Context: an optimization exercise on an open-source flow, tuned for small area, a short achievable clock period and few clock cycles per item. The choices shown serve that exercise and are no tape-out recipe. Where RTL was checked, it was by simulation tests only, not by an equivalence proof against the original. Power and IR drop assume default switching activity.

==> wip/quartz: inputs <==
// risc_integer_execute_unit_core
module risc_integer_execute_unit_core #(
  parameter int unsigned Xlen = rieu_pkg::XLEN
) (
  input  wire logic            clk_i,
  input  wire logic            rst_ni,
  input  wire logic            in_valid_i,
  output logic                 in_ready_o,
  input  wire logic [5:0]      mode_i,
  input  wire logic [5:0]      function_code_i,
  input  wire logic [Xlen-1:0] operand_a_i,
  input  wire logic [Xlen-1:0] operand_b_i,
  input  wire logic [15:0]     immediate_i,
  input  wire logic [4:0]      shift_amount_i,
  input  wire logic [Xlen-1:0] syscall_code_i,
  output logic                 out_valid_o,
  input  wire logic            out_ready_i,
  output logic [Xlen-1:0]      result_o,
  output logic                 result_valid_o,
  output logic [Xlen-1:0]      hi_value_o,
  output logic [Xlen-1:0]      lo_value_o,
  output logic                 halt_o,
  output logic                 unsupported_o
);
Settings: LEC_CHECK=0, CAP_MARGIN=20, CORE_MARGIN=2, CORE_UTILIZATION=35, GPL_TIMING_DRIVEN=0, PLACE_DENSITY=0.45, SETUP_SLACK_MARGIN=1.2, SLEW_MARGIN=20; clock period 6.0 ns.
standard.sh (not shown) runs the stock make flow with config.mk's settings and CLKGATE_MAP_FILE= SYNTH_SCRIPT=/design/flow/synth_recipe.tcl, a recipe that flattens the netlist after the stock synthesis.
==> flow/flow/run.sh <==
#!/bin/bash
# The standard layout, with a 1x buffer (instead of the default delay buffer) on every port.
set -euo pipefail
export BUFFER_PORTS_ARGS="-buffer_cell sky130_fd_sc_hd__buf_1"
bash standard.sh > standard_make.log 2>&1
==> inputs of wip/yarrow, as changes to wip/quartz <==
--- a/flow/design.v
+++ b/flow/design.v
@@ -89,13 +89,13 @@
   output logic                 halt_o,
   output logic                 unsupported_o
 );
   logic [31:0] hi_q, lo_q, res_q;
   logic        hix_q;                     
   logic        vld_q, halt_q, uns_q, ov_q, busy_q;
-  logic        p_mul_q, p_fix_q, p_pre_q, p_div_q, p_post_q;
+  logic        p_mul_q, p_fix_q, p_pre_q, p_div_q, p_nq_q, p_nr_q;
   logic [5:0]  cnt_q;                     
   logic        bp_q;                      
   logic        lead_q;                    
   logic        msgn_q, na_q, nb_q;
   wire [31:0] a = operand_a_i;
   wire [31:0] b = operand_b_i;
@@ -146,13 +146,13 @@
     known = is_add | is_sub | is_slt | is_and | is_or | is_xor | is_nor | is_sll | is_srl |
             is_sra | is_mfhi | is_mflo | is_mthi | is_mtlo | is_mul | is_div | is_sys |
             is_nop | is_addi | is_slti | is_andi | is_ori | is_xori | is_lui;
   end
   wire        sub  = busy_q | (spec ? fn[1] : (~mode_i[5] & mode_i[1]));
   wire [31:0] xa   = a & {32{~busy_q}};
-  wire [31:0] ya   = busy_q ? (p_pre_q ? res_q : hi_q)
+  wire [31:0] ya   = busy_q ? res_q
                             : (spec ? b : {{16{immediate_i[15]}}, immediate_i});
   wire [32:0] sum  = {1'b0, xa} + {1'b0, ya ^ {32{sub}}} + {32'h0, sub};
   wire        lt   = (a[31] ^ ya[31]) ? a[31] : sum[31];
   wire [31:0] yl   = spec ? b : {16'h0, immediate_i};
   logic [31:0] sh_in, sh_out, sh_rev, b_rev;
   always_comb begin
@@ -165,25 +165,30 @@
   wire s_lt  = is_slt | is_slti;
   wire s_and = is_and | is_andi;
   wire s_or  = is_or | is_ori;
   wire s_xor = is_xor | is_xori;
   wire s_srx = is_srl | is_sra;
   wire s_b   = is_mul | is_div;              
+  wire t11 = s_and | s_or | s_b;
+  wire t10 = s_or | s_xor;
+  wire t01 = s_or | s_xor | s_b;
+  wire t00 = is_nor;
+  logic [31:0] lg;
+  always_comb
+    for (int i = 0; i < 32; i++)
+      lg[i] = a[i] ? (yl[i] ? t11 : t10) : (yl[i] ? t01 : t00);
   wire [31:0] alu =
       ({32{s_sum}}   & sum[31:0]) |
       ({32{s_lt}}    & {31'h0, lt}) |
-      ({32{s_and}}   & (a & yl)) |
-      ({32{s_or}}    & (a | yl)) |
-      ({32{s_xor}}   & (a ^ yl)) |
-      ({32{is_nor}}  & ~(a | yl)) |
+      lg |
       ({32{is_lui}}  & {immediate_i, 16'h0}) |
       ({32{is_sll}}  & sh_rev) |
       ({32{s_srx}}   & sh_out) |
       ({32{is_mfhi}} & hi_q) |
       ({32{is_mflo}} & lo_q) |
-      ({32{s_b}}     & b);
+      32'h0;
   wire vld_d = s_sum | s_lt | s_and | s_or | s_xor | is_nor | is_lui | is_sll | s_srx |
                is_mfhi | is_mflo;
   wire div0      = (b == 32'h0);
   wire start_mul = is_mul;
   wire start_div = is_div & !div0;
   wire sgn       = ~fn[0];                           
@@ -198,17 +203,18 @@
   wire d1_neg = lo_q[3] & ~(lo_q[2] & lo_q[1]);
   wire d1_one = lo_q[2] ^ lo_q[1];
   wire d1_two = (lo_q[3] & ~lo_q[2] & ~lo_q[1]) | (~lo_q[3] & lo_q[2] & lo_q[1]);
   wire [36:0] acc = {{4{hix_q}}, hix_q, hi_q};
   wire [36:0] e_x = ({37{p_mul_q | p_fix_q}} & acc) |
                     ({37{p_div_q}} & {4'h0, hi_q, lo_q[31]});
-  wire        n0  = (p_mul_q & d0_neg) | p_div_q | p_pre_q | p_post_q;
+  wire        n0  = (p_mul_q & d0_neg) | p_div_q | p_pre_q | p_nq_q | p_nr_q;
   wire [36:0] m0  = ({37{p_mul_q & d0_one}} & bx) |
                     ({37{p_mul_q & d0_two}} & bx2) |
                     ({37{p_fix_q | p_div_q}} & {5'h0, res_q}) |
-                    ({37{p_pre_q | p_post_q}} & {5'h0, lo_q});
+                    ({37{p_pre_q | p_nq_q}} & {5'h0, lo_q}) |
+                    ({37{p_nr_q}} & {5'h0, hi_q});
   wire [36:0] e_y = m0 ^ {37{n0}};
   wire        n1  = p_mul_q & d1_neg;
   wire [36:0] m1  = ({37{p_mul_q & d1_one}} & bx) |
                     ({37{p_mul_q & d1_two}} & bx2);
   wire [36:0] e_z = {(m1[34:0] ^ {35{n1}}), n1, n0};
   wire [36:0] cs_s = e_x ^ e_y ^ e_z;
@@ -217,18 +223,18 @@
   wire mskip = (lo_q[11:0] == {12{bp_q}}) && (cnt_q >= 6'd12);
   wire dlt   = (hi_q < {8'h0, res_q[31:8]});
   wire dskip = (cnt_q >= 6'd8) && ((lead_q && lo_q[31:24] == 8'h0) || dlt);
   wire dq    = ~es[36];                      
   logic [31:0] hi_d, lo_d, res_d;
   logic        hix_d, bp_d, lead_d, fin;
-  logic        p_mul_d, p_fix_d, p_div_d, p_post_d;
+  logic        p_mul_d, p_fix_d, p_div_d, p_nq_d, p_nr_d;
   logic [5:0]  cnt_d;
   always_comb begin
     hi_d = hi_q; lo_d = lo_q; res_d = res_q; hix_d = hix_q; bp_d = bp_q; lead_d = lead_q;
     cnt_d = cnt_q; fin = 1'b0;
-    p_mul_d = 1'b0; p_fix_d = 1'b0; p_div_d = 1'b0; p_post_d = 1'b0;
+    p_mul_d = 1'b0; p_fix_d = 1'b0; p_div_d = 1'b0; p_nq_d = 1'b0; p_nr_d = 1'b0;
     if (p_mul_q) begin
       if (mskip) begin
         {hix_d, hi_d, lo_d} = {{12{hix_q}}, hix_q, hi_q, lo_q[31:12]};
         cnt_d = cnt_q - 6'd12;
         bp_d  = lo_q[11];
       end else begin
@@ -262,21 +268,26 @@
         lead_d = 1'b0;
         hi_d = dq ? es[31:0] : {hi_q[30:0], lo_q[31]};
         lo_d = {lo_q[30:0], dq};
         cnt_d = cnt_q - 6'd1;
       end
       if (cnt_d == 6'd0) begin
-        if (na_q | nb_q) p_post_d = 1'b1;
+        if (na_q ^ nb_q) p_nq_d = 1'b1;
+        else if (na_q) p_nr_d = 1'b1;
         else fin = 1'b1;
       end else begin
         p_div_d = 1'b1;
       end
     end
-    if (p_post_q) begin
-      if (na_q ^ nb_q) lo_d = es[31:0];
-      if (na_q) hi_d = sum[31:0];
+    if (p_nq_q) begin                        
+      lo_d = es[31:0];
+      if (na_q) p_nr_d = 1'b1;
+      else fin = 1'b1;
+    end
+    if (p_nr_q) begin                        
+      hi_d = es[31:0];
       fin = 1'b1;
     end
   end
   always_ff @(posedge clk_i or negedge rst_ni) begin
     if (!rst_ni) begin
       hi_q   <= '0;
@@ -318,25 +329,27 @@
       na_q     <= is_div & sgn & a[31];
       nb_q     <= is_div & sgn & b[31];
       p_mul_q  <= start_mul;
       p_pre_q  <= start_div & sgn & (a[31] | b[31]);
       p_div_q  <= start_div & ~(sgn & (a[31] | b[31]));
       p_fix_q  <= 1'b0;
-      p_post_q <= 1'b0;
+      p_nq_q   <= 1'b0;
+      p_nr_q   <= 1'b0;
       cnt_q    <= 6'd32;
     end else if (busy_q) begin
       res_q    <= res_d;
       hix_q    <= hix_d;
       bp_q     <= bp_d;
       lead_q   <= lead_d;
       cnt_q    <= cnt_d;
       p_mul_q  <= p_mul_d;
       p_fix_q  <= p_fix_d;
       p_pre_q  <= 1'b0;
       p_div_q  <= p_div_d;
-      p_post_q <= p_post_d;
+      p_nq_q   <= p_nq_d;
+      p_nr_q   <= p_nr_d;
     end
   end
   assign out_valid_o    = ov_q;
   assign result_o       = res_q & {32{vld_q}};
   assign result_valid_o = vld_q;
   assign hi_value_o     = hi_q;
==> flow/config.mk (replaced) <==
export PLATFORM = sky130hd
export DESIGN_NAME = risc_integer_execute_unit_core
export DESIGN_NICKNAME = risc_integer_execute_unit_core
export VERILOG_FILES = /design/flow/design.v
export SDC_FILE = /design/flow/constraint.sdc
export NUM_CORES = 4
export LEC_CHECK = 0
export CAP_MARGIN = 30
export CELL_PAD_IN_SITES_DETAIL_PLACEMENT = 1
export CELL_PAD_IN_SITES_GLOBAL_PLACEMENT = 1
export CORE_MARGIN = 2
export CORE_UTILIZATION = 35
export GPL_TIMING_DRIVEN = 1
export PLACE_DENSITY = 0.5
export SETUP_SLACK_MARGIN = 0.3
export SLEW_MARGIN = 20
==> run notes <==
	wip/yarrow	wip/quartz
Result of the run	timing/DRC/antenna clean	failed layout checks
Violated checks	-	capacitance limit
Starting utilization of the core area	35.4%	35.4%
Synthesis-stage register bit count	119	118
Total via count after detailed routing	27200	31300
Flop+latch power	1500 uW	1400 uW
Global-route track usage on met3	11.1%	16.1%
Required time at the endpoint of the critical path	6.37 ns	6.38 ns
Post-route setup slack	0.395 ns	0.516 ns
Cells after synthesis	2901	3120
Number of flip-flops and latches	119	118
Placed Cells incl. Taps	3912	4206
Final standard cell count with taps included and fillers excluded	3967	4454
Die Span X	254 um	259 um
DRT Pass-1 Iters	15	13
Met1 usage	53.1%	57.2%
Global-route wire length before repair	198000 um	233000 um
Buffers excl. clock	472	718
Total met3 wirelength after detailed routing	14100 um	21000 um
P_int	6740 uW	9240 uW
WP data arrival	5.97 ns	5.86 ns
Port-buffer cells	233	228
Number of cells on the worst reg-to-reg path	17	19
Testbench counts of wip/yarrow, summed over its fixed seeds: cycles 29,781, items 16,000.
No functional check of the RTL was part of wip/quartz.

* * *

==> inputs of exp/quartz <==
risc_integer_execute_unit_core, a different RTL version from the one above (not shown whole).
## risc_integer_execute_unit_core
module risc_integer_execute_unit_core #(
  parameter int unsigned Xlen = rieu_pkg::XLEN
) (
  input  wire logic            clk_i,
  input  wire logic            rst_ni,
  input  wire logic            in_valid_i,
  output logic                 in_ready_o,
  input  wire logic [5:0]      mode_i,
  input  wire logic [5:0]      function_code_i,
  input  wire logic [Xlen-1:0] operand_a_i,
  input  wire logic [Xlen-1:0] operand_b_i,
  input  wire logic [15:0]     immediate_i,
  input  wire logic [4:0]      shift_amount_i,
  input  wire logic [Xlen-1:0] syscall_code_i,
  output logic                 out_valid_o,
  input  wire logic            out_ready_i,
  output logic [Xlen-1:0]      result_o,
  output logic                 result_valid_o,
  output logic [Xlen-1:0]      hi_value_o,
  output logic [Xlen-1:0]      lo_value_o,
  output logic                 halt_o,
  output logic                 unsupported_o
);
  logic [31:0] hi_q, lo_q, res_q;
  logic        hix_q;                     
  logic        vld_q, halt_q, uns_q, ov_q, busy_q;
  logic        p_mul_q, p_fix_q, p_pre_q, p_div_q, p_nq_q, p_nr_q;
  logic [5:0]  cnt_q;                     
  logic        bp_q;                      
  logic        lead_q;                    
  logic        msgn_q, na_q, nb_q;
  wire [31:0] a = operand_a_i;
  wire [31:0] b = operand_b_i;
  wire [5:0]  fn = function_code_i;
  wire        spec = (mode_i == OP_SPECIAL);
  logic is_add, is_sub, is_slt, is_and, is_or, is_xor, is_nor, is_sll, is_srl, is_sra;
  logic is_mfhi, is_mflo, is_mthi, is_mtlo, is_mul, is_div, is_sys, is_nop;
  logic is_addi, is_slti, is_andi, is_ori, is_xori, is_lui, known;
  always_comb begin
    is_add = 0; is_sub = 0; is_slt = 0; is_and = 0; is_or = 0; is_xor = 0; is_nor = 0;
  ...
export LEC_CHECK = 0
export CAP_MARGIN = 30
export CELL_PAD_IN_SITES_DETAIL_PLACEMENT = 1
export CELL_PAD_IN_SITES_GLOBAL_PLACEMENT = 1
export CORE_MARGIN = 2
export CORE_UTILIZATION = 35
export GPL_TIMING_DRIVEN = 0
export PLACE_DENSITY = 0.5
export SETUP_SLACK_MARGIN = 0.3
export SLEW_MARGIN = 20
create_clock -name core_clock -period 6.0 [get_ports {clk_i}]
Scripts as last shown in full above: flow/flow/run.sh
==> inputs of exp/nickel, as changes to exp/quartz <==
--- a/flow/design.v
+++ b/flow/design.v
@@ -163,29 +163,34 @@
   end
   wire s_sum = is_add | is_sub | is_addi;
   wire s_lt  = is_slt | is_slti;
   wire s_and = is_and | is_andi;
   wire s_or  = is_or | is_ori;
   wire s_xor = is_xor | is_xori;
   wire s_srx = is_srl | is_sra;
   wire s_b   = is_mul | is_div;              
+  wire t11 = s_and | s_or | s_b;
+  wire t10 = s_or | s_xor;
+  wire t01 = s_or | s_xor | s_b;
+  wire t00 = is_nor;
+  logic [31:0] lg;
+  always_comb
+    for (int i = 0; i < 32; i++)
+      lg[i] = a[i] ? (yl[i] ? t11 : t10) : (yl[i] ? t01 : t00);
   wire [31:0] alu =
       ({32{s_sum}}   & sum[31:0]) |
       ({32{s_lt}}    & {31'h0, lt}) |
-      ({32{s_and}}   & (a & yl)) |
-      ({32{s_or}}    & (a | yl)) |
-      ({32{s_xor}}   & (a ^ yl)) |
-      ({32{is_nor}}  & ~(a | yl)) |
+      lg |
       ({32{is_lui}}  & {immediate_i, 16'h0}) |
       ({32{is_sll}}  & sh_rev) |
       ({32{s_srx}}   & sh_out) |
       ({32{is_mfhi}} & hi_q) |
       ({32{is_mflo}} & lo_q) |
-      ({32{s_b}}     & b);
+      32'h0;
   wire vld_d = s_sum | s_lt | s_and | s_or | s_xor | is_nor | is_lui | is_sll | s_srx |
                is_mfhi | is_mflo;
   wire div0      = (b == 32'h0);
   wire start_mul = is_mul;
   wire start_div = is_div & !div0;
   wire sgn       = ~fn[0];                           
   assign in_ready_o = !busy_q && (!ov_q || out_ready_i);
   wire accept = in_valid_i && in_ready_o;
Settings changed: CTS_BUF_LIST from default to sky130_fd_sc_hd__clkbuf_4 sky130_fd_sc_hd__clkbuf_8, CTS_CLUSTER_SIZE from default to 20, GPL_TIMING_DRIVEN 0 to 1, SETUP_SLACK_MARGIN 0.3 to 0.9.
==> inputs of exp/lagoon, as changes to exp/quartz <==
--- a/flow/design.v
+++ b/flow/design.v
@@ -163,29 +163,34 @@
   end
   wire s_sum = is_add | is_sub | is_addi;
   wire s_lt  = is_slt | is_slti;
   wire s_and = is_and | is_andi;
   wire s_or  = is_or | is_ori;
   wire s_xor = is_xor | is_xori;
   wire s_srx = is_srl | is_sra;
   wire s_b   = is_mul | is_div;              
+  wire t11 = s_and | s_or | s_b;
+  wire t10 = s_or | s_xor;
+  wire t01 = s_or | s_xor | s_b;
+  wire t00 = is_nor;
+  logic [31:0] lg;
+  always_comb
+    for (int i = 0; i < 32; i++)
+      lg[i] = a[i] ? (yl[i] ? t11 : t10) : (yl[i] ? t01 : t00);
   wire [31:0] alu =
       ({32{s_sum}}   & sum[31:0]) |
       ({32{s_lt}}    & {31'h0, lt}) |
-      ({32{s_and}}   & (a & yl)) |
-      ({32{s_or}}    & (a | yl)) |
-      ({32{s_xor}}   & (a ^ yl)) |
-      ({32{is_nor}}  & ~(a | yl)) |
+      lg |
       ({32{is_lui}}  & {immediate_i, 16'h0}) |
       ({32{is_sll}}  & sh_rev) |
       ({32{s_srx}}   & sh_out) |
       ({32{is_mfhi}} & hi_q) |
       ({32{is_mflo}} & lo_q) |
-      ({32{s_b}}     & b);
+      32'h0;
   wire vld_d = s_sum | s_lt | s_and | s_or | s_xor | is_nor | is_lui | is_sll | s_srx |
                is_mfhi | is_mflo;
   wire div0      = (b == 32'h0);
   wire start_mul = is_mul;
   wire start_div = is_div & !div0;
   wire sgn       = ~fn[0];                           
   assign in_ready_o = !busy_q && (!ov_q || out_ready_i);
   wire accept = in_valid_i && in_ready_o;
==> flow/flow/run.sh (replaced) <==
#!/bin/bash
# The standard layout, with a 1x buffer (instead of the default delay buffer)
# on every port, and timing-driven global placement that does not keep the
# resizer's trial buffers.
set -euo pipefail
export BUFFER_PORTS_ARGS="-buffer_cell sky130_fd_sc_hd__buf_1"
export GPL_KEEP_OVERFLOW=0
bash standard.sh > standard_make.log 2>&1
Settings changed: CTS_BUF_LIST from default to sky130_fd_sc_hd__clkbuf_4 sky130_fd_sc_hd__clkbuf_8, CTS_CLUSTER_SIZE from default to 20, GPL_TIMING_DRIVEN 0 to 1, SETUP_SLACK_MARGIN 0.3 to 0.6.
==> inputs of exp/tundra, as changes to exp/quartz <==
--- a/flow/design.v
+++ b/flow/design.v
@@ -163,29 +163,34 @@
   end
   wire s_sum = is_add | is_sub | is_addi;
   wire s_lt  = is_slt | is_slti;
   wire s_and = is_and | is_andi;
   wire s_or  = is_or | is_ori;
   wire s_xor = is_xor | is_xori;
   wire s_srx = is_srl | is_sra;
   wire s_b   = is_mul | is_div;              
+  wire t11 = s_and | s_or | s_b;
+  wire t10 = s_or | s_xor;
+  wire t01 = s_or | s_xor | s_b;
+  wire t00 = is_nor;
+  logic [31:0] lg;
+  always_comb
+    for (int i = 0; i < 32; i++)
+      lg[i] = a[i] ? (yl[i] ? t11 : t10) : (yl[i] ? t01 : t00);
   wire [31:0] alu =
       ({32{s_sum}}   & sum[31:0]) |
       ({32{s_lt}}    & {31'h0, lt}) |
-      ({32{s_and}}   & (a & yl)) |
-      ({32{s_or}}    & (a | yl)) |
-      ({32{s_xor}}   & (a ^ yl)) |
-      ({32{is_nor}}  & ~(a | yl)) |
+      lg |
       ({32{is_lui}}  & {immediate_i, 16'h0}) |
       ({32{is_sll}}  & sh_rev) |
       ({32{s_srx}}   & sh_out) |
       ({32{is_mfhi}} & hi_q) |
       ({32{is_mflo}} & lo_q) |
-      ({32{s_b}}     & b);
+      32'h0;
   wire vld_d = s_sum | s_lt | s_and | s_or | s_xor | is_nor | is_lui | is_sll | s_srx |
                is_mfhi | is_mflo;
   wire div0      = (b == 32'h0);
   wire start_mul = is_mul;
   wire start_div = is_div & !div0;
   wire sgn       = ~fn[0];                           
   assign in_ready_o = !busy_q && (!ov_q || out_ready_i);
   wire accept = in_valid_i && in_ready_o;
==> flow/flow/run.sh (replaced) <==
#!/bin/bash
# The standard layout, with a 1x buffer (instead of the default delay buffer)
# on every port, and timing-driven global placement that does not keep the
# resizer's trial buffers.
set -euo pipefail
export BUFFER_PORTS_ARGS="-buffer_cell sky130_fd_sc_hd__buf_1"
export GPL_KEEP_OVERFLOW=0
bash standard.sh > standard_make.log 2>&1
Settings changed: CTS_BUF_LIST from default to sky130_fd_sc_hd__clkbuf_4 sky130_fd_sc_hd__clkbuf_8, CTS_CLUSTER_SIZE from default to 20, GPL_TIMING_DRIVEN 0 to 1, SETUP_SLACK_MARGIN 0.3 to 0.9.
==> comparison table <==
Outcome: exp/lagoon timing/DRC/antenna clean; exp/quartz timing/DRC/antenna clean; exp/tundra timing/DRC/antenna clean; exp/nickel timing/DRC/antenna clean
Uppermost metal layer occupied by signal nets: exp/lagoon met5; exp/quartz met4; exp/tundra met5; exp/nickel met4
DRT Wirelength: exp/lagoon 142000 um; exp/quartz 170000 um; exp/tundra 144000 um; exp/nickel 142000 um
Length of routed wiring on met1: exp/lagoon 54400 um; exp/quartz 61100 um; exp/tundra 54700 um; exp/nickel 53800 um
Initial core utilization: exp/lagoon 35.4%; exp/quartz 35.5%; exp/tundra 35.4%; exp/nickel 35.4%
Area of the core region: exp/lagoon 61700 um2; exp/quartz 63200 um2; exp/tundra 61700 um2; exp/nickel 61700 um2
Met2 usage in global routing: exp/lagoon 66.2%; exp/quartz 75.7%; exp/tundra 66.6%; exp/nickel 65.6%
Cell accounting for the most synthesized area: exp/lagoon sky130_fd_sc_hd__dfrtp_1; exp/quartz sky130_fd_sc_hd__ha_1; exp/tundra sky130_fd_sc_hd__dfrtp_1; exp/nickel sky130_fd_sc_hd__dfrtp_1
Layout overhead on the synthesized area: exp/lagoon 19.0%; exp/quartz 18.8%; exp/tundra 24.3%; exp/nickel 22.9%
Reg-to-reg endpoint: exp/lagoon hi_q[20]; exp/quartz hi_q[21]; exp/tundra hi_q[1]; exp/nickel hi_q[26]
Wire length of the first global-routing pass: exp/lagoon 198000 um; exp/quartz 232000 um; exp/tundra 198000 um; exp/nickel 199000 um
Maximum single-stage delay on the critical path: exp/lagoon 0.57 ns; exp/quartz 0.56 ns; exp/tundra 0.50 ns; exp/nickel 0.52 ns
Worst Path Max Fanout: exp/lagoon 16; exp/quartz 10; exp/tundra 10; exp/nickel 7
Per-cell via count in the routed design: exp/lagoon 6.94; exp/quartz 7.02; exp/tundra 6.94; exp/nickel 6.79
Clock root cell: exp/lagoon sky130_fd_sc_hd__clkbuf_8; exp/quartz sky130_fd_sc_hd__clkbuf_16; exp/tundra sky130_fd_sc_hd__clkbuf_8; exp/nickel sky130_fd_sc_hd__clkbuf_8
Combinational Power: exp/lagoon 14.0 mW; exp/quartz 13.1 mW; exp/tundra 16.4 mW; exp/nickel 17.3 mW
Testbench counts of exp/quartz, summed over its fixed seeds: cycles 29,781, items 16,000.
Testbench counts of exp/nickel, summed over its fixed seeds: cycles 29,781, items 16,000.
Testbench counts of exp/lagoon, summed over its fixed seeds: cycles 29,781, items 16,000.
Testbench counts of exp/tundra, summed over its fixed seeds: cycles 29,781, items 16,000.

separate check: timing with driven ports:
In the flow no input, the clock included, has a driving cell. The finished layouts below were timed again as built, in two steps. Step 1: set_driving_cell puts a clkbuf_16 on clk_i and a buf_2 on each other input, an assumption about the parent block. Step 2 also shifts input and output timing later by t, the mid clock arrival at the registers, as if the neighbouring blocks saw the same clock. Slacks: no drivers / after step 1 / after step 2; pairs: no drivers / after step 1.
| run | t (ns) | setup slack, ns | worst setup path at the end | worst slew at a driven data input, ns |
|---|---|---|---|---|
| wip/quartz | 0.576 | 0.516 / 0.516 / 0.352 | input to register | 0.05 |
| wip/yarrow | 0.557 | 0.395 / 0.395 / 0.009 | input to register | 0.06 |
| exp/quartz | 0.589 | 0.279 / 0.279 / -0.179 | input to register | 0.05 |
| exp/nickel | 0.632 | 0.677 / 0.677 / 0.348 | input to register | 0.04 |
| exp/lagoon | 0.599 | 0.669 / 0.669 / 0.134 | input to register | 0.07 |
| exp/tundra | 0.635 | 0.783 / 0.783 / 0.400 | input to register | 0.07 |
Met with ideal ports but missed after step 2: setup timing in exp/quartz. The setup slack of exp/lagoon, which loses most, moves by 0.000 ns with the drivers and by -0.535 ns with both steps.
